This is an optimization exercise on Yosys and OpenROAD, whose aim is small area, not a production implementation. Function was checked by simulation only, so behaviour that the tests miss may differ from the original. Power is estimated from default activity; no workload was simulated.

Setup of JK:
Design calc1, start of the top module:
module calc1 (
  input  logic        c_clk,
  input  logic        reset,
  input  logic [3:0]  req1_cmd_in,
  input  logic [3:0]  req2_cmd_in,
  input  logic [3:0]  req3_cmd_in,
  input  logic [3:0]  req4_cmd_in,
  input  logic [31:0] req1_data_in,
  input  logic [31:0] req2_data_in,
  input  logic [31:0] req3_data_in,
  input  logic [31:0] req4_data_in,
  output logic [1:0]  out_resp1,
  output logic [1:0]  out_resp2,
  output logic [1:0]  out_resp3,
  output logic [1:0]  out_resp4,
  output logic [31:0] out_data1,
  output logic [31:0] out_data2,
  output logic [31:0] out_data3,
  output logic [31:0] out_data4
);
export LEC_CHECK = 0
export CAP_MARGIN = 20
export CORE_MARGIN = 2
export CORE_UTILIZATION = 40
export SLEW_MARGIN = 20
export SYNTH_HIERARCHICAL = 1
create_clock -name core_clock -period 5.0 [get_ports {c_clk}]
standard.sh (not shown) runs the stock make flow with config.mk's settings and CLKGATE_MAP_FILE= SYNTH_SCRIPT=/design/flow/synth_recipe.tcl, a recipe that flattens the netlist after the stock synthesis.
==> flow/flow/run.sh <==
#!/bin/bash
# Standard ORFS layout with two changes:
#  - synthesis may not pick the larger drive strengths of the simple gates the datapath's
#    one-gate modules map to (placement and timing repair later still may), and
#  - ports are buffered with buf_1 instead of the default buffer.
set -euo pipefail
PLAT=$FLOW_HOME/platforms/$FLOW_PLATFORM
LIB=$PLAT/lib/sky130_fd_sc_hd__tt_025C_1v80.lib
BASE=$(sed -n '/^export DONT_USE_CELLS/,/^#/p' $PLAT/config.mk | grep -o 'sky130_fd_sc_hd__[a-z0-9_]*' | tr '\n' ' ')
EXTRA=""
for c in inv a21boi a21oi a22oi a222oi a22o and4bb o22ai o21ai nand2 nand3 or3 nor2 xor2 xnor2 ha a21o; do
  for s in 2 4 8; do
    if grep -q "cell (\"sky130_fd_sc_hd__${c}_$s\")" $LIB; then EXTRA="$EXTRA sky130_fd_sc_hd__${c}_$s"; fi
  done
done
CTS="-sink_clustering_enable -repair_clock_nets -buf_list sky130_fd_sc_hd__clkbuf_8 -sink_clustering_size 30 -sink_clustering_max_diameter 100 -dont_use_dummy_load"
bash standard.sh "DONT_USE_CELLS=$BASE $EXTRA" synth > synth.log 2>&1
bash standard.sh "BUFFER_PORTS_ARGS=-buffer_cell sky130_fd_sc_hd__buf_1" "CTS_ARGS=$CTS" finish > layout.log 2>&1
JK ended with every stage complete and zero timing, DRC or antenna violations.
Here is what was changed in the inputs of MS compared with JK.
# JK
export LEC_CHECK = 0
export CAP_MARGIN = 20
export CORE_MARGIN = 2
export CORE_UTILIZATION = 40
export SLEW_MARGIN = 20
export SYNTH_HIERARCHICAL = 1
create_clock -name core_clock -period 5.0 [get_ports {c_clk}]
# MS
export LEC_CHECK = 0
export CAP_MARGIN = 20
export CORE_MARGIN = 2
export CORE_UTILIZATION = 80
export SLEW_MARGIN = 20
export SYNTH_HIERARCHICAL = 1
create_clock -name core_clock -period 5.0 [get_ports {c_clk}]
Findings:
- For fraction of power spent switching nets, JK and MS come out practically identical.
- On met2 track demand over resource: between JK and MS, it ends up lower for JK.
- Total of cells resized after clock tree synthesis came out exactly the same in JK and MS.
- Max shortest period the worst path allows across JK and MS: MS
- MS ends up with higher via count than JK does.
- Floorplan die area: MS better than JK
- MS ran to completion and came out clean on the timing, DRC and antenna checks.

## lagoon
Another version of the RTL of calc1 (not shown whole).
Size: ~150 flip-flops, roughly 280 I/O pins.
==> flow/config.mk <==
export PLATFORM = sky130hd
export DESIGN_NAME = calc1
export DESIGN_NICKNAME = calc1
export VERILOG_FILES = /design/flow/design.v
export SDC_FILE = /design/flow/constraint.sdc
export NUM_CORES = 4
export LEC_CHECK = 0
export CAP_MARGIN = 20
export CORE_MARGIN = 2
export CORE_UTILIZATION = 40
export SLEW_MARGIN = 20
export SYNTH_HIERARCHICAL = 1
==> flow/constraint.sdc <==
create_clock -name core_clock -period 5.0 [get_ports {c_clk}]
set_input_delay 1.0000 -clock core_clock [delete_from_list [all_inputs] [get_ports {c_clk}]]
set_output_delay 1.0000 -clock core_clock [all_outputs]
set_load 0.01 [all_outputs]
run.sh (not shown) runs the stock make flow with config.mk's settings and CLKGATE_MAP_FILE= SYNTH_SCRIPT=/design/flow/synth_recipe.tcl, a recipe that flattens the netlist after the stock synthesis.
Stock flow here: none of the scripts above is used.
lagoon closes out successfully: all stages finished, all timing, DRC and antenna checks passed.
Relative to lagoon, the following input files were edited for ember:
==> flow/flow/run.sh (new file) <==
#!/bin/bash
# Standard ORFS layout with two changes:
#  - synthesis may not pick the larger drive strengths of the simple gates the datapath's
#    one-gate modules map to (placement and timing repair later still may), and
#  - ports are buffered with buf_1 instead of the default buffer.
set -euo pipefail
PLAT=$FLOW_HOME/platforms/$FLOW_PLATFORM
LIB=$PLAT/lib/sky130_fd_sc_hd__tt_025C_1v80.lib
BASE=$(sed -n '/^export DONT_USE_CELLS/,/^#/p' $PLAT/config.mk | grep -o 'sky130_fd_sc_hd__[a-z0-9_]*' | tr '\n' ' ')
EXTRA=""
for c in a21boi a21oi a22oi a22o and4bb o22ai o21ai nand2 nand3 nor2 xor2 xnor2 ha a21o; do
  for s in 2 4 8; do
    if grep -q "cell (\"sky130_fd_sc_hd__${c}_$s\")" $LIB; then EXTRA="$EXTRA sky130_fd_sc_hd__${c}_$s"; fi
  done
done
CTS="-sink_clustering_enable -repair_clock_nets -buf_list sky130_fd_sc_hd__clkbuf_8 -sink_clustering_size 40 -sink_clustering_max_diameter 300 -dont_use_dummy_load"
bash standard.sh "DONT_USE_CELLS=$BASE $EXTRA" synth > synth.log 2>&1
bash standard.sh "BUFFER_PORTS_ARGS=-buffer_cell sky130_fd_sc_hd__buf_1" "CTS_ARGS=$CTS" finish > layout.log 2>&1
==> flow/standard.sh (new file) <==
#!/bin/bash
# synth_recipe.tcl (not shown) runs the flow's synth.tcl, then flattens the netlist and writes it again
# the make line also repeats each setting of config.mk as NAME=value (left out here)
make -C /OpenROAD-flow-scripts/flow DESIGN_CONFIG=/design/flow/config.mk WORK_HOME=/design/flow/orfs CLKGATE_MAP_FILE= SYNTH_SCRIPT=/design/flow/synth_recipe.tcl "${@:-finish}"
removed: flow/run.sh
[summary]
- Delta (ember minus lagoon): top achievable clock speed shows an increase of about 5.4%, worst-case headroom to the max-slew limit shows an increase of 6.0 points, static leakage power shows a reduction of 1.0 nW.
For raven, these inputs were changed with respect to ember:
--- a/flow/flow/run.sh
+++ b/flow/flow/run.sh
@@ -15,3 +15,3 @@
 done
-CTS="-sink_clustering_enable -repair_clock_nets -buf_list sky130_fd_sc_hd__clkbuf_8 -sink_clustering_size 40 -sink_clustering_max_diameter 300 -dont_use_dummy_load"
+CTS="-sink_clustering_enable -repair_clock_nets -buf_list sky130_fd_sc_hd__clkbuf_8 -sink_clustering_size 30 -sink_clustering_max_diameter 100 -dont_use_dummy_load"
 bash standard.sh "DONT_USE_CELLS=$BASE $EXTRA" synth > synth.log 2>&1
### Flow results
ember and raven ended up with nearly the same share of total power in combinational logic. raven vs. ember: clock-buffer cell count roughly the same; final critical-path setup slack roughly the same; depth of the worst hold-timing path roughly the same; sequential share of layout area roughly the same; synthesized-area fraction occupied by and/or/nand/nor cells roughly the same. [compare] base=ember new=raven: detailed-route wire length level, number of flip-flops and latches in the synthesized netlist level, synthesis-to-finish area growth level, HPWL after detailed placement level, final area level.

== run 1 ==
Starting RTL as in the previous note.
clock: 5.0 ns
lec_check: 0
cap_margin: 20
core_margin: 2
core_utilization: 40
slew_margin: 20
synth_hierarchical: 1
standard.sh (not shown) runs the stock make flow with config.mk's settings and CLKGATE_MAP_FILE= SYNTH_SCRIPT=/design/flow/synth_recipe.tcl, a recipe that flattens the netlist after the stock synthesis.
==> flow/flow/run.sh <==
#!/bin/bash
# Standard ORFS layout with two changes:
#  - synthesis may not pick the larger drive strengths of the simple gates the datapath's
#    one-gate modules map to (placement and timing repair later still may), and
#  - ports are buffered with buf_1 instead of the default buffer.
set -euo pipefail
PLAT=$FLOW_HOME/platforms/$FLOW_PLATFORM
LIB=$PLAT/lib/sky130_fd_sc_hd__tt_025C_1v80.lib
BASE=$(sed -n '/^export DONT_USE_CELLS/,/^#/p' $PLAT/config.mk | grep -o 'sky130_fd_sc_hd__[a-z0-9_]*' | tr '\n' ' ')
EXTRA=""
for c in a21boi a21oi a22oi a22o and4bb o22ai o21ai nand2 nand3 nor2 xor2 xnor2 ha a21o; do
  for s in 2 4 8; do
    if grep -q "cell (\"sky130_fd_sc_hd__${c}_$s\")" $LIB; then EXTRA="$EXTRA sky130_fd_sc_hd__${c}_$s"; fi
  done
done
bash standard.sh "DONT_USE_CELLS=$BASE $EXTRA" synth > synth.log 2>&1
bash standard.sh "BUFFER_PORTS_ARGS=-buffer_cell sky130_fd_sc_hd__buf_1" finish > layout.log 2>&1
The final layout from run 1, which completed every stage, passed the timing, DRC and antenna checks at the end of the flow.
Setup changes, run 1 to run 2
diff --git a/flow/flow/run.sh b/flow/flow/run.sh
--- a/flow/flow/run.sh
+++ b/flow/flow/run.sh
@@ -14,4 +14,5 @@
   done
 done
+CTS="-sink_clustering_enable -repair_clock_nets -buf_list sky130_fd_sc_hd__clkbuf_8 -sink_clustering_size 30 -sink_clustering_max_diameter 100 -dont_use_dummy_load"
 bash standard.sh "DONT_USE_CELLS=$BASE $EXTRA" synth > synth.log 2>&1
-bash standard.sh "BUFFER_PORTS_ARGS=-buffer_cell sky130_fd_sc_hd__buf_1" finish > layout.log 2>&1
+bash standard.sh "BUFFER_PORTS_ARGS=-buffer_cell sky130_fd_sc_hd__buf_1" "CTS_ARGS=$CTS" finish > layout.log 2>&1
diff --git a/flow/config.mk b/flow/config.mk
--- a/flow/config.mk
+++ b/flow/config.mk
@@ -9,4 +9,5 @@
 export CORE_MARGIN = 2
 export CORE_UTILIZATION = 40
+export GPL_TIMING_DRIVEN = 0
 export SLEW_MARGIN = 20
 export SYNTH_HIERARCHICAL = 1
Notes after the runs:
Run 2 against run 1; detailed-route wire length on metal 1 is up slightly. Final instance area up about 4% in run 2 wrt run 1. In run 2, the layout-stage area growth over the synthesis result came out 4.6 points above the value in run 1. Taking run 1 as the reference, in run 2 non-filler instance count after layout picked up an extra 109, global routing usage on met1 picked up an extra 0.19 points. Looking at worst setup path startpoint, the req4_data_in[0] result is from run 1; the u_ch2.k_q[0] one comes from run 2.

separate check: timing with driven ports:
No port has a modelled driver above. Below, the same layouts with a new extraction and two added sets of constraints. Step 1, drivers: a clkbuf_16 drives c_clk and a buf_2 each remaining input, both assumed. Step 2, shift: input delay + t, output delay - t, t = (earliest + latest rising clock arrival at the registers) / 2. This alone moves slack from input paths to output paths. Three values: no drivers, after step 1, after step 2; two values: the first two.
| run | t, ns | setup WS [ns] | latest minus earliest clock arrival (ns) | worst slew at a driven data input, ns |
|---|---|---|---|---|
| JK | 0.611 | 0.460 / 0.476 / -0.134 | 0.030 / 0.029 | 0.07 |
| MS | 0.506 | 0.415 / 0.410 / -0.096 | 0.033 / 0.034 | 0.09 |
| lagoon | 0.552 | 0.462 / 0.478 / -0.074 | 0.012 / 0.012 | 0.11 |
| ember | 0.627 | 0.693 / 0.721 / 0.101 | 0.027 / 0.027 | 0.07 |
| raven | 0.627 | 0.693 / 0.721 / 0.101 | 0.027 / 0.027 | 0.07 |
| run 1 | 0.556 | 0.642 / 0.681 / 0.125 | 0.010 / 0.010 | 0.06 |
| run 2 | 0.615 | 0.348 / 0.348 / -0.141 | 0.023 / 0.023 | 0.09 |
With both steps, setup timing fails in JK, MS, lagoon and run 2, where it was met with ideal ports. The setup slack of JK, which loses most, moves by +0.016 ns with the drivers and by -0.594 ns with both steps.
